This is an optimization exercise on Yosys and OpenROAD, whose aim is small area and a short achievable clock period, not a production implementation.
Function was not checked in any run shown here: the RTL went through the layout flow alone.
No activity file was given, so power comes from the tool's default toggle rates.

**flow/standard.sh**
```bash
#!/bin/bash
# synth_recipe.tcl (not shown) runs the flow's synth.tcl, then flattens the netlist and writes it again
# the make line also repeats each setting of config.mk as NAME=value (left out here)
make -C /OpenROAD-flow-scripts/flow DESIGN_CONFIG=/design/flow/config.mk WORK_HOME=/design/flow/orfs CLKGATE_MAP_FILE= SYNTH_SCRIPT=/design/flow/synth_recipe.tcl "${@:-finish}"
```
**flow/config.mk**
```make
export PLATFORM = sky130hd
export DESIGN_NAME = tawas
export DESIGN_NICKNAME = tawas
export VERILOG_FILES = /design/flow/design.v
export SDC_FILE = /design/flow/constraint.sdc
export NUM_CORES = 4
export LEC_CHECK = 0
export CAP_MARGIN = 20
export CORE_MARGIN = 2
export CORE_UTILIZATION = 40
export SLEW_MARGIN = 20
export SYNTH_HIERARCHICAL = 1
export SYNTH_MINIMUM_KEEP_SIZE = 0
```
**flow/constraint.sdc**
```tcl
create_clock -name core_clock -period 10.0 [get_ports {clk}]
set_input_delay 2.0000 -clock core_clock [delete_from_list [all_inputs] [get_ports {clk}]]
set_output_delay 2.0000 -clock core_clock [all_outputs]
set_load 0.01 [all_outputs]
```
**flow/flow/run.sh**
```bash
#!/bin/bash
set -euo pipefail
export BUFFER_PORTS_ARGS="-buffer_cell sky130_fd_sc_hd__buf_2"
export SETUP_SLACK_MARGIN=6.3
export CTS_ARGS="-sink_clustering_enable -repair_clock_nets -dont_use_dummy_load -sink_clustering_size 30 -sink_clustering_max_diameter 60"
bash standard.sh > standard_flow.log 2>&1
```
**flow/design.v**
```verilog
package tawas_isa_pkg;
  typedef enum logic [3:0] {
    op_nop  = 4'd0,
    op_ldi  = 4'd1,
    op_add  = 4'd2,
    op_sub  = 4'd3,
    op_and  = 4'd4,
    op_or   = 4'd5,
    op_xor  = 4'd6,
    op_shl  = 4'd7,
    op_ld   = 4'd8,
    op_st   = 4'd9,
    op_bz   = 4'd10,
    op_bnz  = 4'd11,
    op_halt = 4'd12
  } tawas_op_e;
  typedef logic [2:0] reg_sel_t;
  typedef logic [15:0] imm_t;
  typedef struct packed {
    tawas_op_e  op;
    reg_sel_t   rd;
    reg_sel_t   ra;
    reg_sel_t   rb;
    logic [2:0] rsvd;
    imm_t       imm;
  } tawas_instr_t;
endpackage
package tawas_pipe_pkg;
  typedef logic [1:0] slice_t;
  typedef enum logic {
    ls_load  = 1'b0,
    ls_store = 1'b1
  } ls_kind_e;
endpackage
module tawas_rdsel
(
  input  logic [2:0] sel,
  output logic [7:0] onehot
);
  assign onehot = 8'd1 << sel;
endmodule
module tawas_rdmux
(
  input  logic [255:0] bank,
  input  logic [7:0]   onehot,
  output logic [31:0]  q
);
  always_comb begin
    q = '0;
    for (int k = 0; k < 8; k++) begin
      q = q | (bank[k*32 +: 32] & {32{onehot[k]}});
    end
  end
endmodule
module tawas_wrsel
(
  input  logic       we,
  input  logic [2:0] rd,
  input  logic       reset,
  input  logic       clearing,
  output logic [7:0] take,
  output logic [7:0] keep
);
  always_comb begin
    for (int r = 0; r < 8; r++) begin
      take[r] = we && !reset && (rd == 3'(r));
      keep[r] = !take[r] && !clearing;
    end
  end
endmodule
module tawas_alu
(
  input  logic [31:0] a,
  input  logic [31:0] b,
  input  logic        sub,
  input  logic        arith,
  input  logic        op_and,
  input  logic        op_or,
  input  logic        op_xor,
  input  logic        op_shl,
  input  logic        op_ldi,
  output logic [31:0] result
);
  logic [32:0] sum;
  assign sum = {a, 1'b1} + {b, sub};
  always_comb begin
    result = '0;
    if (arith)  result = result | sum[32:1];
    if (op_and) result = result | (a & b);
    if (op_or)  result = result | (a | b);
    if (op_xor) result = result | (a ^ b);
    if (op_shl) result = result | (a << b[4:0]);
    if (op_ldi) result = result | b;
  end
endmodule
module tawas_agen
(
  input  logic [31:0] a,
  input  logic [15:0] imm,
  output logic [15:0] lo,
  output logic        c16,
  output logic [15:0] hi0,
  output logic [15:0] hi1
);
  logic [15:0] a_hi, a_inc, a_dec;
  assign {c16, lo} = {1'b0, a[15:0]} + {1'b0, imm};
  assign a_hi  = a[31:16];
  assign a_inc = a_hi + 16'd1;
  assign a_dec = a_hi - 16'd1;
  assign hi0   = imm[15] ? a_dec : a_hi;
  assign hi1   = imm[15] ? a_hi : a_inc;
endmodule
module tawas
(
  input  logic                      clk,
  input  logic                      reset,
  output logic [24-1:0]    iaddr,
  input  logic [31:0]               idata,
  output logic [31:0]               daddr,
  output logic                      dcs,
  output logic                      dwr,
  output logic [31:0]               dout,
  input  logic [31:0]               din,
  output logic [4-1:0] halted
);
  localparam int PW = 24;
  logic [1:0] slice;
  logic [1:0] dec_slice;
  logic       dec_vld;
  logic [255:0] bank0, bank1, bank2, bank3;
  logic [2:0]   clr;                         
  logic         z0, z1, z2, z3;
  logic [PW-1:0] pc0, pc1, pc2, pc3;
  logic [3:0]  op;
  logic [2:0]  rd, ra, rb;
  logic [15:0] imm;
  assign op  = idata[31:28];
  assign rd  = idata[27:25];
  assign ra  = idata[24:22];
  assign rb  = idata[21:19];
  assign imm = idata[15:0];
  logic [31:0] ra_data, rb_data;
  logic [7:0] ra_oh, rb_oh;
  tawas_rdsel rdsel_a (.sel(ra), .onehot(ra_oh));
  tawas_rdsel rdsel_b (.sel(rb), .onehot(rb_oh));
  tawas_rdmux rdmux_a (.bank(bank0), .onehot(ra_oh), .q(ra_data));
  tawas_rdmux rdmux_b (.bank(bank0), .onehot(rb_oh), .q(rb_data));
  logic [15:0] d_lo, d_hi0, d_hi1;
  logic        d_c16;
  tawas_agen agen (.a(ra_data), .imm(imm), .lo(d_lo), .c16(d_c16), .hi0(d_hi0), .hi1(d_hi1));
  logic [PW-1:0] d_pc_next;
  always_comb begin
    if (d_taken)
      d_pc_next = pc1 + {{(PW-16){imm[15]}}, imm};
    else if (dec_vld && !d_halt)
      d_pc_next = pc1 + PW'(1);
    else
      d_pc_next = pc1;
  end
  logic d_ldi, d_add, d_sub, d_and, d_or, d_xor, d_shl, d_ld, d_st, d_halt, d_taken;
  assign d_ldi  = dec_vld && (op == 4'd1);
  assign d_add  = dec_vld && (op == 4'd2);
  assign d_sub  = dec_vld && (op == 4'd3);
  assign d_and  = dec_vld && (op == 4'd4);
  assign d_or   = dec_vld && (op == 4'd5);
  assign d_xor  = dec_vld && (op == 4'd6);
  assign d_shl  = dec_vld && (op == 4'd7);
  assign d_ld   = dec_vld && (op == 4'd8);
  assign d_st   = dec_vld && (op == 4'd9);
  assign d_halt = dec_vld && (op == 4'd12);
  assign d_taken = dec_vld && (((op == 4'd10) && z0) || ((op == 4'd11) && !z0));
  logic        e_ldi, e_arith, e_sub, e_and, e_or, e_xor, e_shl, e_ld, e_st;
  logic [2:0]  e_rd;
  logic [31:0] e_a, e_b;    
  logic [15:0] e_dlo, e_dhi0, e_dhi1;
  logic        e_dc16;
  always_ff @(posedge clk) begin
    if (reset) begin
      slice     <= 2'd0;
      dec_slice <= 2'd0;
      dec_vld   <= 1'b0;
      halted    <= '0;
      e_ldi     <= 1'b0;
      e_arith   <= 1'b0;
      e_and     <= 1'b0;
      e_or      <= 1'b0;
      e_xor     <= 1'b0;
      e_shl     <= 1'b0;
      e_ld      <= 1'b0;
      e_st      <= 1'b0;
    end else begin
      slice     <= slice + 2'd1;
      dec_slice <= slice;
      dec_vld   <= !halted[slice];
      if (d_halt) halted[dec_slice] <= 1'b1;
      e_ldi     <= d_ldi;
      e_arith   <= d_add || d_sub;
      e_and     <= d_and;
      e_or      <= d_or;
      e_xor     <= d_xor;
      e_shl     <= d_shl;
      e_ld      <= d_ld;
      e_st      <= d_st;
    end
  end
  always_ff @(posedge clk) begin
    e_sub  <= (op == 4'd3);
    e_rd   <= rd;
    e_a    <= ra_data;
    e_b    <= (op == 4'd1) ? {{16{imm[15]}}, imm} : (rb_data ^ {32{op == 4'd3}});
    e_dlo  <= d_lo;
    e_dc16 <= d_c16;
    e_dhi0 <= d_hi0;
    e_dhi1 <= d_hi1;
  end
  assign dcs   = e_ld || e_st;
  assign dwr   = e_st;
  assign daddr = {e_dc16 ? e_dhi1 : e_dhi0, e_dlo};
  assign dout  = e_b;
  logic [31:0] result;
  tawas_alu alu (
    .a(e_a), .b(e_b), .sub(e_sub), .arith(e_arith), .op_and(e_and), .op_or(e_or),
    .op_xor(e_xor), .op_shl(e_shl), .op_ldi(e_ldi), .result(result)
  );
  logic        w_we, w_ld, w_z;
  logic [2:0]  w_rd;
  logic [31:0] w_res;
  always_ff @(posedge clk) begin
    if (reset) begin
      w_we <= 1'b0;
      w_ld <= 1'b0;
      w_z  <= 1'b0;
    end else begin
      w_we <= e_ldi || e_arith || e_and || e_or || e_xor || e_shl || e_ld;
      w_ld <= e_ld;
      w_z  <= e_arith || e_and || e_or || e_xor || e_shl;
    end
  end
  always_ff @(posedge clk) begin
    w_rd   <= e_rd;
    w_res  <= result;
  end
  logic [31:0] wdata;
  assign wdata = w_ld ? din : w_res;
  logic clearing;
  assign clearing = reset || clr[0];
  logic [7:0] w_take, w_keep;
  tawas_wrsel wrsel (
    .we(w_we), .rd(w_rd), .reset(reset), .clearing(clearing), .take(w_take), .keep(w_keep)
  );
  always_ff @(posedge clk) begin
    bank0 <= bank3;
    bank1 <= bank0;
    bank2 <= bank1;
    for (int r = 0; r < 8; r++) begin
      bank3[r*32 +: 32] <= (wdata & {32{w_take[r]}}) | (bank2[r*32 +: 32] & {32{w_keep[r]}});
    end
  end
  always_ff @(posedge clk) begin
    if (reset) begin
      clr  <= 3'b111;
      z0   <= 1'b0;
      z1   <= 1'b0;
      z2   <= 1'b0;
      z3   <= 1'b0;
    end else begin
      clr  <= {1'b0, clr[2:1]};
      z0 <= z3;
      z1 <= z0;
      z2 <= z1;
      z3 <= w_z ? (w_res == 32'd0) : z2;
    end
  end
  always_ff @(posedge clk) begin
    if (reset) begin
      pc0 <= PW'(0);
      pc1 <= PW'(3 * 64);
      pc2 <= PW'(2 * 64);
      pc3 <= PW'(1 * 64);
    end else begin
      pc0 <= pc3;
      pc1 <= pc0;
      pc2 <= d_pc_next;
      pc3 <= pc2;
    end
  end
  assign iaddr = pc0;
endmodule
```
==> results of run 1 <==
[per-stage QoR]
step / cell area, sq um / setup WS [ns]
4_1_cts: 47470 / 5.965
3_5_place_dp: 44390 / 4.669
3_3_place_gp: 44390 / 4.674
6_report: 48330 / 5.917
2_1_floorplan: 42420 / 5.845
5_1_grt: 48330 / 5.879
[cell usage after synthesis (all sizes together) (6+ instances only)]
library cell and instances:
dfxtp 1299, a22oi 266, a22o 258, nand2 171, a21oi 138, nor2 124, clkbuf 108, o21ai 108
ha 107, inv 102, nand4 95, buf 92, nor2b 82, xnor2 56, mux2 55, xor2 45
a21o 42, a211oi 41, nand3 35, mux4 33, nor3 31, a221o 20, o211ai 18, mux2i 17
nor4 17, and3 16, nand2b 13, a221oi 12, o21bai 9, or2 9, a31oi 8, and3b 8
and4 8, nor3b 8, o2111ai 8, or4 7, a2111oi 6, o21a 6, o31ai 6
[Yosys stat by module, one instance, submodules excluded]
module | cells inside | area (sq um) | copies in the design
tawas_wrsel | 29 | 167.7 | 1
tawas_agen | 195 | 1406 | 1
tawas_rdmux | 184 | 1319 | 2
tawas | 2239 | 32550 | 1
tawas_alu | 707 | 5092 | 1
tawas_rdsel | 8 | 65.06 | 2
[worst max-delay path, stage by stage]
cell and delay [ns]:
buf_12 0.12, and3b_2 0.26, buf_12 0.16, a22oi_2 0.16, nand4_1 0.25, ha_2 0.28
fa_2 0.37, a21oi_4 0.17, o211ai_1 0.14, a21oi_2 0.23, buf_4 0.16, o21ai_1 0.07
xor2_1 0.14
[layer usage]
layer / track usage (%) / vias up / routed length, um
met5: 0 / - / 0
met4: 8.965 / 0 / 5370
met3: 3.146 / 257 / 8960
met2: 35.81 / 1185 / 57540
met1: 33.50 / 14394 / 58410
li1: - / 13239 / -
[kinds of logic after synthesis]
group / share of synthesized area (%)
adder cells (fa/ha/maj): 3.332
flip-flops: 61.94
AND/OR/NAND/NOR: 8.086
AO/OA/AOI/OAI: 17.53
multiplexers: 3.666
buffers and inverters: 3.338
XOR/XNOR: 2.107
[path summary, 6_finish.rpt]
path,slack (ns),to,cells after the start
hold reg to reg,0.24,bank0[239]$_DFF_P_,0
setup / recovery,5.92,e_dlo[14]$_DFF_P_,13
setup reg to reg,6.46,w_res[31]$_DFF_P_,11
hold / removal,0.24,bank0[239]$_DFF_P_,0
[sequential cells by signal, indices dropped and copies added, names as in the netlist, 32 cells and up]
name,flops
bank2,256
bank0,256
bank3,256
e_a,32
e_b,32
w_res,32
bank1,256
[repair_timing]
action	4_1_cts	5_1_grt
setup buffers	76	41
pin swaps	39	62
gates cloned	8	4
hold buffers	0	0
endpoints found under the setup margin	82	58
resized for setup	81	90
[report_power, final]
group          switching (mW)  internal [mW]
registers              0.0237           5.19
clock network            1.60           1.32
logic                   0.222          0.119
[final cells by class]
cell class	count	area (sq um)
sequential	1299	26010
fill	9365	55460
tap	1380	1727
multi-input combinational	1950	15650
inverter	104	400.4
antenna	1	2.502
clock buffer	74	1852
timing repair buffer	329	2683
==> run summary, run 1 <==
Yosys
In this run, synthesis inferred 0 flip-flops with an integrated enable. The leading area contributor after synthesis is dfxtp_1. The post-synthesis register bit count is 1299. The count of mapped cells out of synthesis is 3554.

Ranked by total cell area, the synthesized netlist is headed by dfxtp_1 (62%), a22o_1 (5.4%), a22oi_1 (4.8%). The top cell type's share of synthesized area is 61.94%. After synthesis, the netlist uses 99 different library cells.

The most instantiated flip-flop cell in the synthesis netlist is dfxtp_1. The average instance in the mapped netlist occupies 11.81 sq um. The proportion of synthesized chip area in sequential cells is 61.94%.

The async set-or-reset flop fraction in the synthesized netlist is 0%. After synthesis the cells add up to 41980 sq um. The warning count from the yosys run is 10.

Critical path
STA classifies the critical path startpoint as an input port. The critical path starts at idata[23]. The worst setup path is captured at a flop. Data arrives at the worst endpoint at 4.53 ns. The critical path class is input port to flop. The critical path required time is 10.45 ns. The worst-path maximum fanout is 8. The worst register-to-register path begins at e_b[3]$_DFF_P_.

Placement
The total half-perimeter wirelength after legalization and detailed placement is 81.70 mm. During placement, the flow inserted port buffers numbering 156. The number of cells in the design after placement is 4933.

Routability-driven placement finished with a final weighted congestion of 0.9385.

Finish
In the layout the commonest cells are dfxtp_1 (1294), a22o_1 (258), a22oi_1 (235). The most frequent standard cell in the layout excluding fill and tap cells is dfxtp_1. The net count of the finished layout is 3934.

From synthesis to final layout, the design area changed by 15.13%. The number of standard cells in the layout, taps in and fillers out is 5137. Of the cells placed in the final design, the portion with a size suffix greater than 1 is 18.10%.

For this run, the share of the core covered by cells in the final layout is 46.57%.

STA
Subtracting the final worst setup slack from the clock period gives 4.083 ns. Clock skew on the completed layout was measured at 0.1536 ns. Timing would allow up to 244.9 MHz. The number of hold violations in the final report came to 0. The aggregate negative setup slack is 0 ns.

Setup violations remaining at the end of the flow were counted as 0. The number of slew-limit violations in the final report is 0. Setup repair after global routing could not meet its margin everywhere.

The hold slack is 0.2440 ns. The relative max-transition margin is 15.89%. For the pin with the worst max-slew slack, the measured transition is 1.262 ns. The fraction of the cycle the final worst path needs is 40.83%.

Route
The first TritonRoute pass finished after 8 iterations. The DRC marker count from the first detailed-route iteration is 3189. In the final routed layout, each cell accounts on average for 25.36 um. The number of vias per cell is 5.660. The count of nets left with antenna violations once routing finished came out at 0. The post-route DRC violation count is 0. The final route contains 29075 vias. The wire length after detailed routing is 130.3 mm.

Outcome
The run finished with no timing, DRC or antenna violations.

Floorplan
The floorplan step defined a die boundary enclosing 107600 sq um. In this run the core area contains 118 standard-cell rows. From bottom edge to top edge, the die measures 328.0 um.

The number of I/O pins is 160. The placeable core region is 103800 sq um. For this configuration, the core starts out at a cell density of 40.45%. From left edge to right edge, the die measures 328.0 um.

Pwr
In this run the static leakage power is 18.69 nW. Dividing total power by cell area gives a power density of 175.3 nW/um^2. IR analysis of the VDD net gives a maximum drop of 180.6 uV. The power after layout is 8.474 mW.

Clock tree
The clock slew at the register clock pins of the worst setup and hold paths is 0.11 ns. The tree built by TritonCTS fans out to 1299 sinks. The level count of the clock H-tree is 3. The TritonCTS clock tree is done. The number of clock buffers added by TritonCTS is 74.

In this run the clock root is driven by a clkbuf_16. The clock passes through at most 3 buffers. The insertion delay of the later-clocked pin in the worst-skew pair is 0.70 ns.

GRT
The initial antenna violation count was 2. The all-layer global routing usage is 23.39%. For this run the aggregate overflow at the end of global routing stands at 0. The pin count of the biggest net entering global routing is 75. The number of global-route vias before repair is 26916. The first-pass GRT wire length is 185.7 mm.

Min path
The path class of the tightest hold or removal check is flop to flop. The launch instance of the worst min-delay path is bank3[239]$_DFF_P_.

Job
The tool flagged a number of max-cap violations equal to 0.
==> run 2, diff against run 1 <==
--- a/flow/design.v
+++ b/flow/design.v
@@ -99,15 +99,13 @@
   input  logic [15:0] imm,
   output logic [15:0] lo,
-  output logic        c16,
-  output logic [15:0] hi0,
-  output logic [15:0] hi1
-);
-  logic [15:0] a_hi, a_inc, a_dec;
+  output logic        use_hx,
+  output logic [15:0] hx
+);
+  logic        c16;
+  logic [15:0] a_hi;
   assign {c16, lo} = {1'b0, a[15:0]} + {1'b0, imm};
-  assign a_hi  = a[31:16];
-  assign a_inc = a_hi + 16'd1;
-  assign a_dec = a_hi - 16'd1;
-  assign hi0   = imm[15] ? a_dec : a_hi;
-  assign hi1   = imm[15] ? a_hi : a_inc;
+  assign use_hx    = c16 ^ imm[15];
+  assign a_hi      = a[31:16];
+  assign hx        = imm[15] ? a_hi - 16'd1 : a_hi + 16'd1;
 endmodule
 module tawas
@@ -146,7 +144,7 @@
   tawas_rdmux rdmux_a (.bank(bank0), .onehot(ra_oh), .q(ra_data));
   tawas_rdmux rdmux_b (.bank(bank0), .onehot(rb_oh), .q(rb_data));
-  logic [15:0] d_lo, d_hi0, d_hi1;
-  logic        d_c16;
-  tawas_agen agen (.a(ra_data), .imm(imm), .lo(d_lo), .c16(d_c16), .hi0(d_hi0), .hi1(d_hi1));
+  logic [15:0] d_lo, d_hx;
+  logic        d_use_hx;
+  tawas_agen agen (.a(ra_data), .imm(imm), .lo(d_lo), .use_hx(d_use_hx), .hx(d_hx));
   logic [PW-1:0] d_pc_next;
   always_comb begin
@@ -173,6 +171,6 @@
   logic [2:0]  e_rd;
   logic [31:0] e_a, e_b;    
-  logic [15:0] e_dlo, e_dhi0, e_dhi1;
-  logic        e_dc16;
+  logic [15:0] e_dlo, e_dhx;
+  logic        e_duse_hx;
   always_ff @(posedge clk) begin
     if (reset) begin
@@ -210,11 +208,10 @@
     e_b    <= (op == 4'd1) ? {{16{imm[15]}}, imm} : (rb_data ^ {32{op == 4'd3}});
     e_dlo  <= d_lo;
-    e_dc16 <= d_c16;
-    e_dhi0 <= d_hi0;
-    e_dhi1 <= d_hi1;
+    e_duse_hx <= d_use_hx;
+    e_dhx  <= d_hx;
   end
   assign dcs   = e_ld || e_st;
   assign dwr   = e_st;
-  assign daddr = {e_dc16 ? e_dhi1 : e_dhi0, e_dlo};
+  assign daddr = {e_duse_hx ? e_dhx : e_a[31:16], e_dlo};
   assign dout  = e_b;
   logic [31:0] result;
==> run 2 against run 1 <==
Effect of this change:
- still clean on timing, DRC and antenna
- fmax grew 0.54%
- routed wire length grew 4.2%
- final cell count shrank 0.56%
- synthesized cell count shrank 0.79%
- clock power grew 6.8%
- die area shrank 0.85%
- via count grew 0.54%
- sequential power shrank 1%
- non-clock buffer count shrank 21
- count of clock-buffer cells in the layout grew 10
- critical path depth grew 1
- cell area is essentially flat
- largest power group unchanged
==> run summary, run 2 <==
Outcome
Result of the run: finished clean (unchanged).

Floorplan
The number of I/O pins is 160 (unchanged). The overall die width is 326.6 um (was 328.0 um). The placeable core region came to 103300 sq um (was 103800 sq um). The effective utilization at floorplan was 40.27% (was 40.45%). The die boundary height is 326.6 um (was 328.0 um). The number of rows in the core area is 118 (unchanged). The overall die area came to 106700 sq um (was 107600 sq um).

Clock tree
The TritonCTS buffer count was 84 (was 74). The level count of the clock H-tree came to 3 (unchanged). The insertion delay of the later-clocked pin in the worst-skew pair is 0.69 ns (was 0.70 ns).

The master cell of the clock root buffer is clkbuf_16 (unchanged). The number of hold buffers added after cts is 0 (unchanged). The clock slew at the register clock pins of the worst setup and hold paths came to 0.09 ns (was 0.11 ns). The maximum root-to-sink buffer count came to 3 (unchanged). The number of sinks driven by the clock tree is 1283 (was 1299). The TritonCTS clock tree is done (unchanged).

STA
The final setup skew came to 0.08389 ns (was 0.1536 ns). The setup violation total in the final timing report is 0 (unchanged). Unrepaired setup endpoints after global routing: true (unchanged).

The fraction of the cycle the final worst path needs was 40.61% (was 40.83%). The relative max-transition margin is 19.91% (was 15.89%). The measured slew at the worst slew-check pin is 1.201 ns (was 1.262 ns). The number of hold violations in the final report is 0 (unchanged). The hold slack was 0.2934 ns (was 0.2440 ns). The number of slew-limit violations in the final report is 0 (unchanged). The aggregate negative setup slack is 0 ns (unchanged). The maximum operating frequency is 246.2 MHz (was 244.9 MHz). The time the worst path needs with I/O delays and setup is 4.061 ns (was 4.083 ns).

The final critical-path setup slack is 5.939 ns (was 5.917 ns).

Min path
The class of the tightest hold or removal check was flop to flop (unchanged).

GRT
The pin count of the biggest net entering global routing is 68 (was 75). The first-pass GRT wire length is 193.4 mm (was 185.7 mm). The all-layer global routing usage was 24.74% (was 23.39%).

The sum of overflow across all layers after global routing is 0 (unchanged). The number of global-route vias before repair is 27634 (was 26916). The initial antenna violation count is 11 (was 2).

Critical path
The critical path required time was 10.56 ns (was 10.45 ns). The worst-path maximum fanout is 7 (was 8). The depth of the worst register-to-register path is 12 (was 11). The endpoint of the most critical register-to-register path is w_res[31]$_DFF_P_ (unchanged).

The critical path class was input port to flop (unchanged). The worst setup path startpoint is idata[23] (unchanged). The last element of the critical path is e_dlo[14]$_DFF_P_ (unchanged).

The arrival time reported for the critical path endpoint is 4.62 ns (was 4.53 ns). The setup slack of the most critical reg-to-reg path is 6.45 ns (was 6.46 ns). The startpoint type of the worst setup path was an input port (unchanged).

The endpoint type of the worst setup path is a flop (unchanged). The launch point of the worst reg-to-reg path is e_b[3]$_DFF_P_ (unchanged).

Yosys
Top cells by instance count after synthesis: dfxtp_1 (1283), a22oi_1 (266), a22o_1 (259) (was dfxtp_1 (1299), a22oi_1 (266), a22o_1 (258)). The leading cell type by number of instances after synthesis is dfxtp_1 (unchanged). The count of mapped cells out of synthesis came to 3526 (was 3554). The proportion of synthesized chip area in sequential cells was 61.71% (was 61.94%). The number of synthesized flops with an enable pin is 0 (unchanged). The leading area contributor after synthesis is dfxtp_1 (unchanged). The warning count from the yosys run came to 10 (unchanged). The most instantiated flip-flop cell in the synthesis netlist is dfxtp_1 (unchanged).

The async set-or-reset flop fraction in the synthesized netlist is 0% (unchanged). The synthesized area per cell came to 11.80 sq um (was 11.81 sq um). Synth area leaders: dfxtp_1 (62%), a22o_1 (5.5%), a22oi_1 (4.8%) (was dfxtp_1 (62%), a22o_1 (5.4%), a22oi_1 (4.8%)).

The top cell type's share of synthesized area is 61.71% (was 61.94%). The post-synthesis cell area is 41620 sq um (was 41980 sq um). The number of distinct library cells after synthesis came to 97 (was 99). The post-synthesis register bit count came to 1283 (was 1299).

Route
The number of vias per cell is 5.723 (was 5.660). The DRC marker count from the first detailed-route iteration is 3120 (was 3189). The post-route DRC violation count is 0 (unchanged). The wire length after detailed routing came to 135.7 mm (was 130.3 mm).

The remaining antenna violation count is 0 (unchanged). The overall via count from detail_route is 29231 (was 29075). The number of search-and-repair iterations in the first detailed-routing pass is 6 (was 8).

The routed length per instance came to 26.57 um (was 25.36 um).

Finish
The utilization after layout is 46.75% (was 46.57%). Commonest cells after routing, fill and taps aside: dfxtp_1 (1278), a22o_1 (259), a22oi_1 (246) (was dfxtp_1 (1294), a22o_1 (258), a22oi_1 (235)). The total non-filler cell area in the finished layout is 48320 sq um (was 48330 sq um).

The post-synthesis to final-layout area growth is 16.09% (was 15.13%). The count of filler cells inserted in the layout is 9446 (was 9365). The layout cell share with drive strength beyond 1 is 17.72% (was 18.10%). The number of standard cells in the layout, taps in and fillers out is 5108 (was 5137).

The post-layout net count is 3915 (was 3934). The most frequent standard cell in the layout excluding fill and tap cells is dfxtp_1 (unchanged).

Pwr
The leakage power figure was 18.72 nW (was 18.69 nW). The cell area power density is 178.7 nW/um^2 (was 175.3 nW/um^2). The power after layout is 8.636 mW (was 8.474 mW). The reported net switching power is 1.896 mW (was 1.847 mW). The share of power burned in registers is 59.7% (was 61.6%). The maximum vdd ir drop was 110.8 uV (was 180.6 uV). The power share of the clock group came to 36.1% (was 34.4%). The switching fraction of total power is 21.95% (was 21.79%). The design internal power was 6.741 mW (was 6.627 mW).

The combinational power share is 4.2% (was 4.0%).

Placement
The minimum setup slack after placement is 4.638 ns (was 4.669 ns). The number of cells in the design after placement was 4920 (was 4933). The final estimated routing congestion in global placement is 0.9231 (was 0.9385). The total half-perimeter wirelength after legalization and detailed placement was 83.62 mm (was 81.70 mm). The count of buffers inserted at the top-level ports came to 156 (unchanged). The placement-stage cell area is 44110 sq um (was 44390 sq um).

Job
The number of violations of the max-capacitance limit is 0 (unchanged).
## run 2: power by group through the flow
stage | Combinational [mW] | Sequential (mW) | Clock, mW
floorplan | 0.168 | 5.26 | 0
global placement | 0.297 | 5.27 | 0
detailed placement | 0.300 | 5.27 | 0
CTS | 0.351 | 5.15 | 3.15
global route | 0.380 | 5.16 | 3.34
finish | 0.366 | 5.15 | 3.12
## run 2: per-module statistics from Yosys, one instance, submodules excluded
module       cells inside  area (sq um)  flip-flops and latches
tawas_rdsel             8         65.06                       0
tawas_alu             707          5092                       0
tawas                2223         32230                    1283
tawas_agen            183          1368                       0
tawas_rdmux           184          1319                       0
tawas_wrsel            29         167.7                       0
## run 2: layout make-up
class / instances / area [sq um] / area share (%)
Tap cell: 1380 / 1727 / 3.574
Clock buffer: 84 / 2102 / 4.350
Sequential cell: 1283 / 25690 / 53.18
Multi-Input combinational cell: 1954 / 15810 / 32.71
Antenna cell: 4 / 10.01 / 0.02072
Inverter: 95 / 361.6 / 0.7484
Timing Repair Buffer: 308 / 2618 / 5.417
## run 2: worst min-delay path by stage
stage                             from                 end  cells after the start
finish              bank3[205]$_DFF_P_  bank0[205]$_DFF_P_                      0
CTS                  bank3[76]$_DFF_P_   bank0[76]$_DFF_P_                      0
global route         bank1[38]$_DFF_P_   bank2[38]$_DFF_P_                      0
global placement    bank3[179]$_DFF_P_  bank0[179]$_DFF_P_                      0
floorplan             bank3[0]$_DFF_P_    bank0[0]$_DFF_P_                      0
detailed placement   bank3[61]$_DFF_P_   bank0[61]$_DFF_P_                      0
## run 2: per-layer routing
metal / routed length (um) / GRT usage (%)
met4: 4417 / 7.848
met1: 60170 / 34.82
met5: 52 / 0
met3: 10630 / 4.512
met2: 60450 / 38.49
## run 2: worst max-delay path, cell delays in order
cell and delay, ns:
buf_12 0.11, and3b_2 0.23, buf_12 0.16, buf_12 0.15, buf_4 0.14, a22oi_1 0.17, nand4_1 0.29, ha_4 0.33
a21oi_1 0.17, nor2_2 0.08, a22o_1 0.24, a211o_1 0.25, a21oi_2 0.15, xnor2_1 0.12
## run 2: repair_timing
item,in CTS,in global routing
resized for setup,165,54
pin swaps,85,54
setup buffers,74,17
endpoints found under the hold margin,0,0
gates cloned,8,1
endpoints found under the setup margin,166,61
## run 2: cells by family after synthesis
group / after synthesis / share of synthesized area (%)
flip-flops: 1283 / 61.71
AO/OA/AOI/OAI: 1015 / 18.13
AND/OR/NAND/NOR: 623 / 7.684
buffers and inverters: 290 / 3.192
adder cells (fa/ha/maj): 123 / 3.770
multiplexers: 103 / 3.646
XOR/XNOR: 89 / 1.873
==> run 3, diff against run 2 <==
--- a/flow/design.v
+++ b/flow/design.v
@@ -53,20 +53,4 @@
   end
 endmodule
-module tawas_wrsel
-(
-  input  logic       we,
-  input  logic [2:0] rd,
-  input  logic       reset,
-  input  logic       clearing,
-  output logic [7:0] take,
-  output logic [7:0] keep
-);
-  always_comb begin
-    for (int r = 0; r < 8; r++) begin
-      take[r] = we && !reset && (rd == 3'(r));
-      keep[r] = !take[r] && !clearing;
-    end
-  end
-endmodule
 module tawas_alu
 (
@@ -99,13 +83,68 @@
   input  logic [15:0] imm,
   output logic [15:0] lo,
-  output logic        use_hx,
-  output logic [15:0] hx
+  output logic        c16,
+  output logic [15:0] hi0,
+  output logic [15:0] hi1
+);
+  logic [15:0] g, p, x;
+  logic [16:0] c;
+  tawas_pg16    pg    (.a(a[15:0]), .b(imm), .g(g), .p(p), .x(x));
+  tawas_carry16 carry (.g(g), .p(p), .c(c));
+  assign lo  = x ^ c[15:0];
+  assign c16 = c[16];
+  tawas_incdec16 incdec (.a(a[31:16]), .dec(imm[15]), .hi0(hi0), .hi1(hi1));
+endmodule
+module tawas_pg16
+(
+  input  logic [15:0] a,
+  input  logic [15:0] b,
+  output logic [15:0] g,
+  output logic [15:0] p,
+  output logic [15:0] x
+);
+  assign g = a & b;
+  assign p = a | b;
+  assign x = a ^ b;
+endmodule
+module tawas_carry16
+(
+  input  logic [15:0] g,
+  input  logic [15:0] p,
+  output logic [16:0] c
 );
-  logic        c16;
-  logic [15:0] a_hi;
-  assign {c16, lo} = {1'b0, a[15:0]} + {1'b0, imm};
-  assign use_hx    = c16 ^ imm[15];
-  assign a_hi      = a[31:16];
-  assign hx        = imm[15] ? a_hi - 16'd1 : a_hi + 16'd1;
+  logic [15:0] gl [5];
+  logic [15:0] pl [5];
+  always_comb begin
+    gl[0] = g;
+    pl[0] = p;
+    for (int l = 0; l < 4; l++) begin
+      for (int i = 0; i < 16; i++) begin
+        if (i >= (1 << l)) begin
+          gl[l+1][i] = gl[l][i] | (pl[l][i] & gl[l][i - (1 << l)]);
+          pl[l+1][i] = pl[l][i] & pl[l][i - (1 << l)];
+        end else begin
+          gl[l+1][i] = gl[l][i];
+          pl[l+1][i] = pl[l][i];
+        end
+      end
+    end
+  end
+  assign c = {gl[4], 1'b0};
+endmodule
+module tawas_incdec16
+(
+  input  logic [15:0] a,
+  input  logic        dec,
+  output logic [15:0] hi0,
+  output logic [15:0] hi1
+);
+  logic [15:0] u, t;
+  assign u = a ^ {16{dec}};
+  always_comb begin
+    t[0] = 1'b1;
+    for (int i = 1; i < 16; i++) t[i] = t[i-1] & u[i-1];
+  end
+  assign hi0 = a ^ (t & {16{dec}});
+  assign hi1 = a ^ (t & {16{!dec}});
 endmodule
 module tawas
@@ -144,7 +183,7 @@
   tawas_rdmux rdmux_a (.bank(bank0), .onehot(ra_oh), .q(ra_data));
   tawas_rdmux rdmux_b (.bank(bank0), .onehot(rb_oh), .q(rb_data));
-  logic [15:0] d_lo, d_hx;
-  logic        d_use_hx;
-  tawas_agen agen (.a(ra_data), .imm(imm), .lo(d_lo), .use_hx(d_use_hx), .hx(d_hx));
+  logic [15:0] d_lo, d_hi0, d_hi1;
+  logic        d_c16;
+  tawas_agen agen (.a(ra_data), .imm(imm), .lo(d_lo), .c16(d_c16), .hi0(d_hi0), .hi1(d_hi1));
   logic [PW-1:0] d_pc_next;
   always_comb begin
@@ -171,6 +210,6 @@
   logic [2:0]  e_rd;
   logic [31:0] e_a, e_b;    
-  logic [15:0] e_dlo, e_dhx;
-  logic        e_duse_hx;
+  logic [15:0] e_dlo, e_dhi0, e_dhi1;
+  logic        e_dc16;
   always_ff @(posedge clk) begin
     if (reset) begin
@@ -208,10 +247,11 @@
     e_b    <= (op == 4'd1) ? {{16{imm[15]}}, imm} : (rb_data ^ {32{op == 4'd3}});
     e_dlo  <= d_lo;
-    e_duse_hx <= d_use_hx;
-    e_dhx  <= d_hx;
+    e_dc16 <= d_c16;
+    e_dhi0 <= d_hi0;
+    e_dhi1 <= d_hi1;
   end
   assign dcs   = e_ld || e_st;
   assign dwr   = e_st;
-  assign daddr = {e_duse_hx ? e_dhx : e_a[31:16], e_dlo};
+  assign daddr = {e_dc16 ? e_dhi1 : e_dhi0, e_dlo};
   assign dout  = e_b;
   logic [31:0] result;
@@ -242,8 +282,4 @@
   logic clearing;
   assign clearing = reset || clr[0];
-  logic [7:0] w_take, w_keep;
-  tawas_wrsel wrsel (
-    .we(w_we), .rd(w_rd), .reset(reset), .clearing(clearing), .take(w_take), .keep(w_keep)
-  );
   always_ff @(posedge clk) begin
     bank0 <= bank3;
@@ -251,5 +287,8 @@
     bank2 <= bank1;
     for (int r = 0; r < 8; r++) begin
-      bank3[r*32 +: 32] <= (wdata & {32{w_take[r]}}) | (bank2[r*32 +: 32] & {32{w_keep[r]}});
+      if (w_we && !reset && (w_rd == 3'(r)))
+        bank3[r*32 +: 32] <= wdata;
+      else
+        bank3[r*32 +: 32] <= bank2[r*32 +: 32] & {32{!clearing}};
     end
   end
==> run 3 against run 2 <==
Effect of this change:
- count of clock-buffer cells in the layout down 18
- global-route usage down 0.51 points
- routed wire length about the same
- combinational power about the same
- non-clock buffer count up 56
- register-to-register slack worse by 0.04 ns
- first-iteration DRC count up 11%
- clock skew up 0.014 ns
- power down 3.4%
- setup slack better by 0.020 ns
- critical path type unchanged
==> run summary, run 3 <==
Placement
The placement-stage cell area is 44590 sq um (was 44110 sq um). The final estimated routing congestion in global placement was 0.9444 (was 0.9231). The total half-perimeter wirelength after legalization and detailed placement is 78.04 mm (was 83.62 mm). The minimum setup slack after placement is 4.824 ns (was 4.638 ns). The count of buffers inserted at the top-level ports came to 156 (unchanged). The number of cells in the design after placement is 5245 (was 4920).

Route
The remaining antenna violation count is 0 (unchanged). The post-route DRC violation count is 0 (unchanged). The wire length after detailed routing is 135.6 mm (was 135.7 mm). The number of search-and-repair iterations in the first detailed-routing pass came to 27 (was 6). The number of vias per cell is 5.602 (was 5.723). The routed length per instance is 24.73 um (was 26.57 um). The DRC marker count from the first detailed-route iteration was 3463 (was 3120). The overall via count from detail_route came to 30728 (was 29231).

GRT
The all-layer global routing usage is 24.23% (was 24.74%). The number of global-route vias before repair is 28610 (was 27634). The pin count of the biggest net entering global routing is 182 (was 68). The initial antenna violation count is 8 (was 11).

The first-pass GRT wire length was 194.1 mm (was 193.4 mm). The sum of overflow across all layers after global routing is 0 (unchanged).

STA
The setup violation total in the final timing report is 0 (unchanged). The time the worst path needs with I/O delays and setup is 4.041 ns (was 4.061 ns). Unrepaired setup endpoints after global routing: true (unchanged). The relative max-transition margin came to 9.852% (was 19.91%).

The final critical-path setup slack is 5.959 ns (was 5.939 ns). The final setup skew was 0.09834 ns (was 0.08389 ns). The number of hold violations in the final report came to 0 (unchanged). The number of slew-limit violations in the final report came to 0 (unchanged). The maximum operating frequency is 247.4 MHz (was 246.2 MHz).

The aggregate negative setup slack is 0 ns (unchanged). The hold slack was 0.2772 ns (was 0.2934 ns). The measured slew at the worst slew-check pin came to 1.352 ns (was 1.201 ns). The fraction of the cycle the final worst path needs came to 40.41% (was 40.61%).

Clock tree
The maximum root-to-sink buffer count is 3 (unchanged). The number of hold buffers added after cts is 0 (unchanged). The TritonCTS buffer count is 66 (was 84). The master cell of the clock root buffer is clkbuf_16 (unchanged). The number of sinks driven by the clock tree is 1299 (was 1283). The level count of the clock H-tree was 3 (unchanged). The clock slew at the register clock pins of the worst setup and hold paths is 0.11 ns (was 0.09 ns). The insertion delay of the later-clocked pin in the worst-skew pair came to 0.68 ns (was 0.69 ns). The TritonCTS clock tree is done (unchanged).

Pwr
The cell area power density was 170.4 nW/um^2 (was 178.7 nW/um^2). The leakage power figure came to 18.87 nW (was 18.72 nW). The maximum vdd ir drop is 134.9 uV (was 110.8 uV).

The power after layout came to 8.340 mW (was 8.636 mW).

Floorplan
The overall die width is 330.0 um (was 326.6 um). The number of rows in the core area was 119 (was 118). The effective utilization at floorplan is 40.33% (was 40.27%). The die boundary height is 330.0 um (was 326.6 um).

The overall die area is 108900 sq um (was 106700 sq um). The number of I/O pins is 160 (unchanged). The placeable core region is 105400 sq um (was 103300 sq um).

Critical path
The endpoint type of the worst setup path is a flop (unchanged). The critical path required time was 10.51 ns (was 10.56 ns). The worst-path maximum fanout came to 7 (unchanged). The launch point of the worst reg-to-reg path is e_b[0]$_DFF_P_ (was e_b[3]$_DFF_P_). The arrival time reported for the critical path endpoint is 4.55 ns (was 4.62 ns). The worst setup path startpoint is idata[22] (was idata[23]). The startpoint type of the worst setup path is an input port (unchanged). The critical path class was input port to flop (unchanged).

Yosys
The warning count from the yosys run was 13 (was 10). The count of mapped cells out of synthesis came to 3892 (was 3526). The post-synthesis cell area came to 42520 sq um (was 41620 sq um). The synthesized area per cell is 10.92 sq um (was 11.80 sq um).

Finish
The post-synthesis to final-layout area growth is 15.09% (was 16.09%). The area occupied by registers is 26010 sq um (was 25690 sq um). The utilization after layout is 46.42% (was 46.75%). The total non-filler cell area in the finished layout is 48930 sq um (was 48320 sq um). Commonest cells after routing, fill and taps aside: dfxtp_1 (1294), o21ai_0 (351), nand3_1 (287) (was dfxtp_1 (1278), a22o_1 (259), a22oi_1 (246)). The post-layout net count is 4284 (was 3915). The count of filler cells inserted in the layout is 9748 (was 9446). The layout cell share with drive strength beyond 1 was 16.45% (was 17.72%). The area taken by multi-input logic gates came to 15860 sq um (was 15810 sq um). The number of standard cells in the layout, taps in and fillers out came to 5485 (was 5108). The most frequent standard cell in the layout excluding fill and tap cells is dfxtp_1 (unchanged).

Min path
The class of the tightest hold or removal check is flop to flop (unchanged). The launch instance of the worst min-delay path is bank1[225]$_DFF_P_ (was bank3[205]$_DFF_P_).

Outcome
Result of the run: finished clean (unchanged).

Job
The number of violations of the max-capacitance limit was 0 (unchanged).
## run 3: layer usage
| metal | global-route usage (%) | part of all wire (%) | up-vias |
|---|---|---|---|
| met5 | 0 | 0.041 | - |
| met4 | 9.197 | 4.2 | 8 |
| met3 | 4.594 | 7.7 | 293 |
| met2 | 36.97 | 43 | 1237 |
| met1 | 34.00 | 45 | 15015 |
| li1 | - | - | 14175 |
## run 3: cell type report
type	instances	area share (%)
timing repair buffer	364	6.382
inverter	137	1.082
sequential	1299	53.16
timing repair inverter	2	0.02046
tap	1391	3.557
clock buffer	66	3.375
antenna	3	0.01534
multi-input combinational	2223	32.40
## run 3: worst paths after layout
kind                              to  slack, ns  depth (start not counted)
setup reg to reg   w_res[31]$_DFF_P_       6.41                         11
setup / recovery   e_dlo[15]$_DFF_P_       5.96                         13
hold / removal    bank2[225]$_DFF_P_       0.28                          0
hold reg to reg   bank2[225]$_DFF_P_       0.28                          0
## run 3: report_power, final
group          switching [mW]  leakage [nW]  total [mW]  internal (mW)
Sequential             0.0224          10.5        5.21           5.19
Combinational           0.241          7.58       0.363          0.122
Clock                    1.58         0.813        2.76           1.18
Total                    1.84          18.9        8.34           6.50
## run 3: critical path, stage by stage
cell and delay (ns):
buf_12 0.11, and3b_2 0.25, buf_12 0.17, buf_12 0.14, a22oi_2 0.11, nand4_1 0.27, ha_2 0.32, a211oi_4 0.28
o21ai_4 0.10, a21oi_4 0.24, a21oi_4 0.10, a221o_1 0.31, xor2_1 0.14
## run 3: timing repair
item                       in CTS  in global routing
setup endpoints to repair     196                 65
resized for setup             157                 75
setup buffers                 125                 29
pin swaps                      91                 55
cloned                         16                  0
==> run 4, diff against run 3 <==
--- a/flow/design.v
+++ b/flow/design.v
@@ -59,21 +59,18 @@
   input  logic        sub,
   input  logic        arith,
-  input  logic        op_and,
-  input  logic        op_or,
-  input  logic        op_xor,
   input  logic        op_shl,
-  input  logic        op_ldi,
+  input  logic [3:0]  lut,       
   output logic [31:0] result
 );
   logic [32:0] sum;
+  logic [31:0] bitwise;
   assign sum = {a, 1'b1} + {b, sub};
   always_comb begin
-    result = '0;
+    for (int i = 0; i < 32; i++) bitwise[i] = lut[{a[i], b[i]}];
+  end
+  always_comb begin
+    result = bitwise;
     if (arith)  result = result | sum[32:1];
-    if (op_and) result = result | (a & b);
-    if (op_or)  result = result | (a | b);
-    if (op_xor) result = result | (a ^ b);
     if (op_shl) result = result | (a << b[4:0]);
-    if (op_ldi) result = result | b;
   end
 endmodule
@@ -87,64 +84,11 @@
   output logic [15:0] hi1
 );
-  logic [15:0] g, p, x;
-  logic [16:0] c;
-  tawas_pg16    pg    (.a(a[15:0]), .b(imm), .g(g), .p(p), .x(x));
-  tawas_carry16 carry (.g(g), .p(p), .c(c));
-  assign lo  = x ^ c[15:0];
-  assign c16 = c[16];
-  tawas_incdec16 incdec (.a(a[31:16]), .dec(imm[15]), .hi0(hi0), .hi1(hi1));
-endmodule
-module tawas_pg16
-(
-  input  logic [15:0] a,
-  input  logic [15:0] b,
-  output logic [15:0] g,
-  output logic [15:0] p,
-  output logic [15:0] x
-);
-  assign g = a & b;
-  assign p = a | b;
-  assign x = a ^ b;
-endmodule
-module tawas_carry16
-(
-  input  logic [15:0] g,
-  input  logic [15:0] p,
-  output logic [16:0] c
-);
-  logic [15:0] gl [5];
-  logic [15:0] pl [5];
-  always_comb begin
-    gl[0] = g;
-    pl[0] = p;
-    for (int l = 0; l < 4; l++) begin
-      for (int i = 0; i < 16; i++) begin
-        if (i >= (1 << l)) begin
-          gl[l+1][i] = gl[l][i] | (pl[l][i] & gl[l][i - (1 << l)]);
-          pl[l+1][i] = pl[l][i] & pl[l][i - (1 << l)];
-        end else begin
-          gl[l+1][i] = gl[l][i];
-          pl[l+1][i] = pl[l][i];
-        end
-      end
-    end
-  end
-  assign c = {gl[4], 1'b0};
-endmodule
-module tawas_incdec16
-(
-  input  logic [15:0] a,
-  input  logic        dec,
-  output logic [15:0] hi0,
-  output logic [15:0] hi1
-);
-  logic [15:0] u, t;
-  assign u = a ^ {16{dec}};
-  always_comb begin
-    t[0] = 1'b1;
-    for (int i = 1; i < 16; i++) t[i] = t[i-1] & u[i-1];
-  end
-  assign hi0 = a ^ (t & {16{dec}});
-  assign hi1 = a ^ (t & {16{!dec}});
+  logic [15:0] a_hi, a_inc, a_dec;
+  assign {c16, lo} = {1'b0, a[15:0]} + {1'b0, imm};
+  assign a_hi  = a[31:16];
+  assign a_inc = a_hi + 16'd1;
+  assign a_dec = a_hi - 16'd1;
+  assign hi0   = imm[15] ? a_dec : a_hi;
+  assign hi1   = imm[15] ? a_hi : a_inc;
 endmodule
 module tawas
@@ -207,5 +151,6 @@
   assign d_halt = dec_vld && (op == 4'd12);
   assign d_taken = dec_vld && (((op == 4'd10) && z0) || ((op == 4'd11) && !z0));
-  logic        e_ldi, e_arith, e_sub, e_and, e_or, e_xor, e_shl, e_ld, e_st;
+  logic        e_wr, e_setz, e_arith, e_sub, e_shl, e_ld, e_st;
+  logic [3:0]  e_lut;
   logic [2:0]  e_rd;
   logic [31:0] e_a, e_b;    
@@ -218,10 +163,6 @@
       dec_vld   <= 1'b0;
       halted    <= '0;
-      e_ldi     <= 1'b0;
-      e_arith   <= 1'b0;
-      e_and     <= 1'b0;
-      e_or      <= 1'b0;
-      e_xor     <= 1'b0;
-      e_shl     <= 1'b0;
+      e_wr      <= 1'b0;
+      e_setz    <= 1'b0;
       e_ld      <= 1'b0;
       e_st      <= 1'b0;
@@ -231,10 +172,6 @@
       dec_vld   <= !halted[slice];
       if (d_halt) halted[dec_slice] <= 1'b1;
-      e_ldi     <= d_ldi;
-      e_arith   <= d_add || d_sub;
-      e_and     <= d_and;
-      e_or      <= d_or;
-      e_xor     <= d_xor;
-      e_shl     <= d_shl;
+      e_wr      <= d_ldi || d_add || d_sub || d_and || d_or || d_xor || d_shl;
+      e_setz    <= d_add || d_sub || d_and || d_or || d_xor || d_shl;
       e_ld      <= d_ld;
       e_st      <= d_st;
@@ -242,5 +179,14 @@
   end
   always_ff @(posedge clk) begin
-    e_sub  <= (op == 4'd3);
+    e_sub   <= (op == 4'd3);
+    e_arith <= (op == 4'd2) || (op == 4'd3);
+    e_shl   <= (op == 4'd7);
+    case (op)
+      4'd1:    e_lut <= 4'b1010;    
+      4'd4:    e_lut <= 4'b1000;    
+      4'd5:    e_lut <= 4'b1110;    
+      4'd6:    e_lut <= 4'b0110;    
+      default: e_lut <= 4'b0000;
+    endcase
     e_rd   <= rd;
     e_a    <= ra_data;
@@ -257,6 +203,6 @@
   logic [31:0] result;
   tawas_alu alu (
-    .a(e_a), .b(e_b), .sub(e_sub), .arith(e_arith), .op_and(e_and), .op_or(e_or),
-    .op_xor(e_xor), .op_shl(e_shl), .op_ldi(e_ldi), .result(result)
+    .a(e_a), .b(e_b), .sub(e_sub), .arith(e_arith), .op_shl(e_shl), .lut(e_lut),
+    .result(result)
   );
   logic        w_we, w_ld, w_z;
@@ -269,7 +215,7 @@
       w_z  <= 1'b0;
     end else begin
-      w_we <= e_ldi || e_arith || e_and || e_or || e_xor || e_shl || e_ld;
+      w_we <= e_wr || e_ld;
       w_ld <= e_ld;
-      w_z  <= e_arith || e_and || e_or || e_xor || e_shl;
+      w_z  <= e_setz;
     end
   end
==> run 4 against run 3 <==
Effect of this change:
- clock power down 7.6%
- critical endpoint is now e_dlo[13]$_DFF_P_
- area after synthesis down 2.5%
- clock skew increased by 0.018 ns
- still clean
- register-to-register slack gained 0.05 ns
- count of clock-buffer cells in the layout is 9 lower
- cell area fell by 2.9%
- fmax is 1.3% higher
- sequential share of layout area increased by 1.6 points
- critical path depth unchanged
- hold slack hardly changed
==> run summary, run 4 <==
Outcome
Result of the run: finished clean (unchanged).

Pwr
The cell area power density is 173.7 nW/um^2 (was 170.4 nW/um^2). The leakage power figure is 17.80 nW (was 18.87 nW). The maximum vdd ir drop is 157.8 uV (was 134.9 uV).

STA
The setup violation total in the final timing report is 0 (unchanged). Unrepaired setup endpoints after global routing: true (unchanged). The time the worst path needs with I/O delays and setup came to 3.990 ns (was 4.041 ns).

The maximum operating frequency came to 250.6 MHz (was 247.4 MHz). The number of hold violations in the final report was 0 (unchanged). The final setup skew is 0.1165 ns (was 0.09834 ns). The measured slew at the worst slew-check pin was 1.075 ns (was 1.352 ns).

The aggregate negative setup slack came to 0 ns (unchanged). The relative max-transition margin was 26.30% (was 9.852%). The fraction of the cycle the final worst path needs was 39.90% (was 40.41%). The number of slew-limit violations in the final report was 0 (unchanged).

Yosys
The netlist uses 91 different library cells. The synthesized area per cell is 11.34 sq um (was 10.92 sq um). In the post-synthesis netlist, the cell with the most instances is dfxtp_1. The warning count from the yosys run is 9 (was 13). The count of mapped cells out of synthesis is 3654 (was 3892). By area the synthesized netlist is led by dfxtp_1 (63%), a22oi_1 (4.6%), o21ai_0 (4.4%). The number of synthesized flops with an enable pin is 0. The post-synthesis cell area is 41440 sq um (was 42520 sq um). The top cell type's share of synthesized area is 62.80%. The post-synthesis register bit count is 1300. The async set-or-reset flop fraction in the synthesized netlist is 0%. After synthesis, the most frequently instantiated cells are dfxtp_1 (1300), o21ai_0 (361), nand3_1 (278). The synthesized design spends more area on one cell type than any other, namely dfxtp_1.

The most instantiated flip-flop cell in the synthesis netlist is dfxtp_1. For this run, the register share of the synthesized area comes to 62.80%.

Clock tree
The TritonCTS clock tree is done (unchanged). The level count of the clock H-tree is 2 (was 3). The clock slew at the register clock pins of the worst setup and hold paths is 0.11 ns (about the same). The number of sinks driven by the clock tree came to 1300 (was 1299). The insertion delay of the later-clocked pin in the worst-skew pair is 0.71 ns (was 0.68 ns). The TritonCTS buffer count is 57 (was 66).

The maximum root-to-sink buffer count came to 3 (unchanged). The number of hold buffers added after cts is 0 (unchanged). The master cell of the clock root buffer is clkbuf_16 (unchanged).

Critical path
The endpoint of the most critical register-to-register path is w_res[31]$_DFF_P_ (unchanged). The arrival time reported for the critical path endpoint is 4.50 ns (was 4.55 ns). The critical path class is input port to flop (unchanged).

The endpoint type of the worst setup path is a flop (unchanged). The worst-path maximum fanout came to 8 (was 7). The critical path required time is 10.51 ns (about the same). The launch point of the worst reg-to-reg path is e_b[0]$_DFF_P_ (unchanged).

The setup slack of the most critical reg-to-reg path came to 6.46 ns (was 6.41 ns). The depth of the worst register-to-register path came to 11 (unchanged). The startpoint type of the worst setup path is an input port (unchanged).

Placement
The number of cells in the design after placement came to 5016 (was 5245). The count of buffers inserted at the top-level ports is 156 (unchanged). The final estimated routing congestion in global placement is 0.9169 (was 0.9444). The total half-perimeter wirelength after legalization and detailed placement is 75.39 mm (was 78.04 mm).

Min path
The launch instance of the worst min-delay path is bank3[78]$_DFF_P_ (was bank1[225]$_DFF_P_). The worst hold path cell count was 0 (unchanged). The class of the tightest hold or removal check is flop to flop (unchanged). The destination of the worst hold path was bank0[78]$_DFF_P_ (was bank2[225]$_DFF_P_).

GRT
The number of global-route vias before repair is 26837 (was 28610). The pin count of the biggest net entering global routing came to 188 (was 182). The all-layer global routing usage is 22.95% (was 24.23%). The first-pass GRT wire length is 181.7 mm (was 194.1 mm). The sum of overflow across all layers after global routing came to 0 (unchanged). The initial antenna violation count is 2 (was 8).

Route
The routed length per instance was 24.50 um (was 24.73 um). The sum of met3 wire segment lengths after detailed routing is 9.012 mm (was 10.47 mm). The sum of met2 wire segment lengths after detailed routing is 55.79 mm (was 58.98 mm). The overall via count from detail_route is 28777 (was 30728). The DRC marker count from the first detailed-route iteration is 2669 (was 3463). The number of search-and-repair iterations in the first detailed-routing pass is 5 (was 27).

The remaining antenna violation count is 0 (unchanged). The top metal layer carrying routed signals is met5 (unchanged). The post-route DRC violation count is 0 (unchanged). The wire length after detailed routing is 127.9 mm (was 135.6 mm). The sum of routed wire segments on met1 is 58.24 mm (was 60.48 mm). The number of vias per cell is 5.511 (was 5.602).

Floorplan
The number of I/O pins is 160 (unchanged). The overall die area is 106200 sq um (was 108900 sq um). The placeable core region is 103200 sq um (was 105400 sq um). The number of rows in the core area came to 118 (was 119). The overall die width is 325.9 um (was 330.0 um). The effective utilization at floorplan is 40.16% (was 40.33%). The die boundary height was 325.9 um (was 330.0 um).

Finish
Commonest cells after routing, fill and taps aside: dfxtp_1 (1292), o21ai_0 (349), nand3_1 (274) (was dfxtp_1 (1294), o21ai_0 (351), nand3_1 (287)). The layout cell share with drive strength beyond 1 was 16.72% (was 16.45%). The count of filler cells inserted in the layout is 9412 (was 9748). The most frequent standard cell in the layout excluding fill and tap cells is dfxtp_1 (unchanged). The post-layout net count was 3984 (was 4284). The number of standard cells in the layout, taps in and fillers out was 5222 (was 5485). The post-synthesis to final-layout area growth is 14.69% (was 15.09%).

Job
The number of violations of the max-capacitance limit is 0 (unchanged).
run 4: power by group:
group          total, mW  internal [mW]  switching, mW
clock               2.55           1.02           1.53
combinational      0.435          0.159          0.275
sequential          5.27           5.22         0.0532
total               8.26           6.40           1.86
run 4: worst max-delay path, stage by stage:
cell      delay, ns
buf_12         0.11
and3b_2        0.25
buf_12         0.14
buf_16         0.14
a22oi_2        0.15
nand4_1        0.15
buf_6          0.17
ha_4           0.24
a21oi_4        0.16
nand2_4        0.08
or4_4          0.53
a221oi_2       0.26
xnor2_1        0.11
run 4: kinds of logic after synthesis:
logic type,share of synthesized area [%]
multiplexers,4.800
adder cells (fa/ha/maj),2.379
buffers and inverters,2.678
other,0.009049
XOR/XNOR,2.938
AO/OA/AOI/OAI,13.48
AND/OR/NAND/NOR,10.92
flip-flops,62.80
run 4: modules after synthesis (local to each module, per instance):
module / copies in the design / area [sq um] / flops+latches
tawas_alu: 1 / 4278 / 0
tawas_rdsel: 2 / 65.06 / 0
tawas: 1 / 32990 / 1300
tawas_agen: 1 / 1406 / 0
tawas_rdmux: 2 / 1319 / 0
run 4: worst max path at each step:
stage                    from            endpoint  cells past startpoint  slack, ns
floorplan           idata[24]   e_dlo[13]$_DFF_P_                     10       5.84
global placement    idata[22]  e_dhi0[14]$_DFF_P_                     10       4.72
detailed placement  idata[22]  e_dhi0[14]$_DFF_P_                     10       4.67
CTS                 idata[22]   e_dlo[13]$_DFF_P_                     13       6.07
global route        idata[24]   e_dlo[13]$_DFF_P_                     12       5.97
finish              idata[23]   e_dlo[13]$_DFF_P_                     13       6.01
run 4: layout make-up:
cell class	count	area, sq um	area share [%]
flip-flops and latches	1300	26040	54.78
multi-input cells	2110	15180	31.94
well taps	1380	1727	3.633
diodes	3	7.507	0.01580
inverters	31	120.1	0.2527
repair buffers	341	3029	6.373
clock buffers	57	1426	3.001
run 4: stage by stage:
| stage | setup slack (ns) | hold slack [ns] | util (%) | power [mW] | area, sq um |
|---|---|---|---|---|---|
| 6_report | 6.010 | 0.2768 | 46.05 | 8.257 | 47530 |
| 5_1_grt | 5.969 | 0.2793 | 46.05 | 8.501 | 47520 |
| 4_1_cts | 6.068 | 0.2738 | 45.45 | 8.275 | 46910 |
| 3_5_place_dp | 4.674 | 0.3121 | 42.34 | 5.748 | 43700 |
| 3_3_place_gp | 4.724 | 0.3096 | 42.31 | 5.748 | 43670 |
| 2_1_floorplan | 5.845 | 0.3096 | - | 5.579 | 41790 |
run 4: repair_timing:
action	CTS	global route
buffers inserted	96	31
pin swaps	55	51
resized for setup	143	65
endpoints found under the setup margin	75	99
cloned	14	5
run 4: per-layer routing:
metal | track usage [%] | vias to the layer above
li1 | - | 13372
met3 | 3.690 | 222
met1 | 33.16 | 14155
met4 | 7.554 | 2
met5 | 0 | -
met2 | 34.95 | 1026
==> run 5, diff against run 4 <==
--- a/flow/config.mk
+++ b/flow/config.mk
@@ -8,5 +8,5 @@
 export CAP_MARGIN = 20
 export CORE_MARGIN = 2
-export CORE_UTILIZATION = 40
+export CORE_UTILIZATION = 60
 export SLEW_MARGIN = 20
 export SYNTH_HIERARCHICAL = 1
==> run 5 against run 4 <==
Effect of this change:
- highest routed layer unchanged
- final cell count fell by 9.3%
- sequential share of layout area rose by 0.57 points
- die area fell by 33%
- sequential cell count did not move
- critical path depth fell by 3
- critical path type unchanged
- routed wire length fell by 2.9%
- fmax fell by 2.1%
- setup slack got worse by 0.087 ns
- sequential power barely moved
- power rose by 1.9%
- synthesized cell count did not move
==> run summary, run 5 <==
Yosys
The synthesized area per cell is 11.34 sq um (unchanged). The top cell type's share of synthesized area is 62.80% (unchanged). Top cells by instance count after synthesis: dfxtp_1 (1300), o21ai_0 (361), nand3_1 (278) (unchanged). Synth area leaders: dfxtp_1 (63%), a22oi_1 (4.6%), o21ai_0 (4.4%) (unchanged).

The number of distinct library cells after synthesis is 91 (unchanged). The leading cell type by number of instances after synthesis is dfxtp_1 (unchanged). The async set-or-reset flop fraction in the synthesized netlist came to 0% (unchanged). The post-synthesis register bit count is 1300 (unchanged). The leading area contributor after synthesis is dfxtp_1 (unchanged).

The proportion of synthesized chip area in sequential cells is 62.80% (unchanged). The count of mapped cells out of synthesis came to 3654 (unchanged). The warning count from the yosys run was 9 (unchanged). The most instantiated flip-flop cell in the synthesis netlist is dfxtp_1 (unchanged). The number of synthesized flops with an enable pin is 0 (unchanged). The post-synthesis cell area was 41440 sq um (unchanged).

Job
The number of violations of the max-capacitance limit is 0 (unchanged).

Route
The routed length per instance is 26.22 um (was 24.50 um). The remaining antenna violation count is 0 (unchanged). The overall via count from detail_route is 29504 (was 28777).

The sum of met2 wire segment lengths after detailed routing came to 56.51 mm (was 55.79 mm). The number of vias per cell is 6.228 (was 5.511). The top metal layer carrying routed signals is met5 (unchanged). The wire length after detailed routing is 124.2 mm (was 127.9 mm).

The post-route DRC violation count is 0 (unchanged). The DRC marker count from the first detailed-route iteration was 2592 (was 2669). The number of search-and-repair iterations in the first detailed-routing pass is 6 (was 5). The sum of routed wire segments on met1 came to 50.68 mm (was 58.24 mm).

The sum of met3 wire segment lengths after detailed routing is 9.431 mm (was 9.012 mm).

STA
The measured slew at the worst slew-check pin is 1.257 ns (was 1.075 ns). Unrepaired setup endpoints after global routing: true (unchanged). The time the worst path needs with I/O delays and setup was 4.076 ns (was 3.990 ns).

The final setup skew is 0.1101 ns (was 0.1165 ns). The maximum operating frequency was 245.3 MHz (was 250.6 MHz). The final critical-path setup slack is 5.924 ns (was 6.010 ns). The setup violation total in the final timing report is 0 (unchanged).

The aggregate negative setup slack is 0 ns (unchanged). The fraction of the cycle the final worst path needs came to 40.76% (was 39.90%). The relative max-transition margin is 16.22% (was 26.30%). The number of hold violations in the final report was 0 (unchanged). The number of slew-limit violations in the final report is 0 (unchanged).

Finish
The number of standard cells in the layout, taps in and fillers out came to 4737 (was 5222). The most frequent standard cell in the layout excluding fill and tap cells was dfxtp_1 (unchanged). The post-layout net count is 3995 (was 3984).

The area taken by multi-input logic gates is 15220 sq um (was 15180 sq um). The count of filler cells inserted in the layout came to 4971 (was 9412). Commonest cells after routing, fill and taps aside: dfxtp_1 (1294), o21ai_0 (350), nand3_1 (274) (was dfxtp_1 (1292), o21ai_0 (349), nand3_1 (274)). The layout cell share with drive strength beyond 1 is 17.43% (was 16.72%). The area occupied by registers was 26040 sq um (about the same). The post-synthesis to final-layout area growth was 13.48% (was 14.69%).

Clock tree
The number of sinks driven by the clock tree is 1300 (unchanged). The TritonCTS clock tree was done (unchanged). The maximum root-to-sink buffer count was 3 (unchanged). The master cell of the clock root buffer is clkbuf_16 (unchanged). The insertion delay of the later-clocked pin in the worst-skew pair came to 0.65 ns (was 0.71 ns). The clock slew at the register clock pins of the worst setup and hold paths is 0.11 ns (about the same). The level count of the clock H-tree came to 3 (was 2).

The TritonCTS buffer count came to 66 (was 57).

Critical path
The depth of the worst register-to-register path is 11 (unchanged). The critical path required time is 10.50 ns (was 10.51 ns). The logic depth of the worst setup path including buffers is 10 (was 13). The worst setup path startpoint is idata[22] (was idata[23]). Crit-path cells: buf_12 > nor3b_4 > buf_6 > buf_16 > buf_4 > a22oi_1 > nand4_1 > ha_1 > and4_1 > a221o_1 (was buf_12 > and3b_2 > buf_12 > buf_16 > a22oi_2 > nand4_1 > buf_6 > ha_4 > a21oi_4 > nand2_4 > or4_4 > a221oi_2 > xnor2_1). The worst-path maximum fanout is 11 (was 8). The setup slack of the most critical reg-to-reg path is 6.42 ns (was 6.46 ns).

The startpoint type of the worst setup path is an input port (unchanged). The arrival time reported for the critical path endpoint is 4.58 ns (was 4.50 ns). The number of buffers and inverters on the critical path is 4 (unchanged). The critical path's top delay family is simple AND/OR/NAND/NOR gates (unchanged). The biggest cell delay along the critical path is 0.60 ns (was 0.53 ns).

The endpoint type of the worst setup path is a flop (unchanged). The endpoint of the most critical register-to-register path is w_res[25]$_DFF_P_ (was w_res[31]$_DFF_P_). The critical path class is input port to flop (unchanged).

The cell with the largest stage delay on the worst path was ha_1 (was or4_4). The last element of the critical path is e_dc16$_DFF_P_ (was e_dlo[13]$_DFF_P_). The launch point of the worst reg-to-reg path was e_b[2]$_DFF_P_ (was e_b[0]$_DFF_P_).

GRT
The sum of overflow across all layers after global routing came to 0 (unchanged). The pin count of the biggest net entering global routing is 186 (was 188). The all-layer global routing usage is 34.38% (was 22.95%). The initial antenna violation count is 8 (was 2). The first-pass GRT wire length is 182.3 mm (was 181.7 mm). The number of global-route vias before repair is 28828 (was 26837).

Placement
The total half-perimeter wirelength after legalization and detailed placement is 75.80 mm (was 75.39 mm). The minimum setup slack after placement is 4.628 ns (was 4.674 ns). The number of cells in the design after placement came to 4525 (was 5016). The final estimated routing congestion in global placement came to 0.9375 (was 0.9169). The count of buffers inserted at the top-level ports was 156 (unchanged).

Pwr
The leakage power figure is 17.84 nW (was 17.80 nW). The maximum vdd ir drop is 208.4 uV (was 157.8 uV). The cell area power density is 179.0 nW/um^2 (was 173.7 nW/um^2).

Floorplan
The effective utilization at floorplan is 60.53% (was 40.16%). The die boundary height is 266.8 um (was 325.9 um). The overall die area came to 71190 sq um (was 106200 sq um). The overall die width is 266.8 um (was 325.9 um).

The placeable core region is 68470 sq um (was 103200 sq um). The number of I/O pins was 160 (unchanged). The number of rows in the core area is 96 (was 118).

Outcome
Result of the run: finished clean (unchanged).

Min path
The class of the tightest hold or removal check was flop to flop (unchanged).
==> run 5: cell type report <==
type / instances / area share (%)
antenna: 5 / 0.02660
clock buffer: 66 / 3.512
timing repair buffer: 345 / 6.140
inverter: 31 / 0.2607
tap: 882 / 2.346
sequential: 1300 / 55.36
multi-input combinational: 2108 / 32.36
==> run 5: per-module statistics from Yosys (local to each module, per instance) <==
module,area [sq um],copies in the design,cells
tawas,32990,1,2509
tawas_alu,4278,1,566
tawas_agen,1406,1,195
tawas_rdmux,1319,2,184
tawas_rdsel,65.06,2,8
==> run 5: kinds of logic after synthesis <==
| kind of cell | Yosys count | synth area share, % |
|---|---|---|
| multiplexers | 139 | 4.800 |
| flip-flops | 1300 | 62.80 |
| AO/OA/AOI/OAI | 895 | 13.48 |
| other | 1 | 0.009049 |
| AND/OR/NAND/NOR | 853 | 10.92 |
| adder cells (fa/ha/maj) | 77 | 2.379 |
| buffers and inverters | 250 | 2.678 |
| XOR/XNOR | 139 | 2.938 |
==> run 5: how the worst min path moves through the flow <==
stage	from	to	slack [ns]	cells after the start
2_1_floorplan	bank3[0]$_DFF_P_	bank0[0]$_DFF_P_	0.31	0
3_3_place_gp	bank3[169]$_DFF_P_	bank0[169]$_DFF_P_	0.31	0
3_5_place_dp	bank3[193]$_DFF_P_	bank0[193]$_DFF_P_	0.31	0
4_1_cts	bank3[198]$_DFF_P_	bank0[198]$_DFF_P_	0.28	0
5_1_grt	bank3[198]$_DFF_P_	bank0[198]$_DFF_P_	0.28	0
6_report	bank3[16]$_DFF_P_	bank0[16]$_DFF_P_	0.28	0
==> run 5: per-layer routing <==
layer  track usage, %  up-vias
met5                0        -
met3            5.803      344
li1                 -    13409
met2            54.53     1321
met1            45.00    14424
met4            18.78        6
==> run 5: report_power, final <==
group | leakage (nW) | internal, mW | switching (mW) | total [mW]
clock network | 0.813 | 1.18 | 1.54 | 2.72
logic | 6.51 | 0.154 | 0.279 | 0.432
registers | 10.5 | 5.22 | 0.0406 | 5.26
total | 17.8 | 6.56 | 1.86 | 8.42
==> run 5: timing repair <==
action                     CTS  global route
pin swaps                   58            38
resized for setup          139            57
setup endpoints to repair  131           168
cloned                      12             1
hold buffers                 0             0
setup buffers              105            21
==> run 5: metrics by stage <==
stage	cell area [sq um]	utilization, %	power (mW)	hold WS (ns)
4_1_cts	46570	68.02	8.417	0.2804
3_3_place_gp	43100	62.95	5.738	0.3103
3_5_place_dp	43110	62.96	5.743	0.3121
6_report	47030	68.69	8.417	0.2772
5_1_grt	47030	68.68	8.637	0.2837
2_1_floorplan	41790	-	5.579	0.3096

-- re-timing with driven ports --
No port has a modelled driver above. Below, the same layouts with a new extraction and two added sets of constraints. Step 1 (the two cells are an assumption about what drives the block):
set clk [get_ports {clk}]
set_driving_cell -lib_cell sky130_fd_sc_hd__clkbuf_16 $clk
set_driving_cell -lib_cell sky130_fd_sc_hd__buf_2 [delete_from_list [all_inputs] $clk]
Step 2, shift: input delay + t, output delay - t, t = (earliest + latest rising clock arrival at the registers) / 2. This alone moves slack from input paths to output paths. a / b / c = ideal / step 1 / step 2; a / b = the first two.
run	shift t [ns]	setup slack, ns	cell pins on the clock port's net
run 1	0.695	5.917 / 5.919 / 5.224	1
run 2	0.717	5.939 / 5.941 / 5.225	1
run 3	0.696	5.959 / 5.953 / 5.257	1
run 4	0.726	6.010 / 5.989 / 5.263	1
run 5	0.663	5.924 / 5.928 / 5.265	1
After both steps setup and hold are still met in every run listed. The setup slack of run 4, which loses most, moves by -0.021 ns with the drivers and by -0.747 ns with both steps.
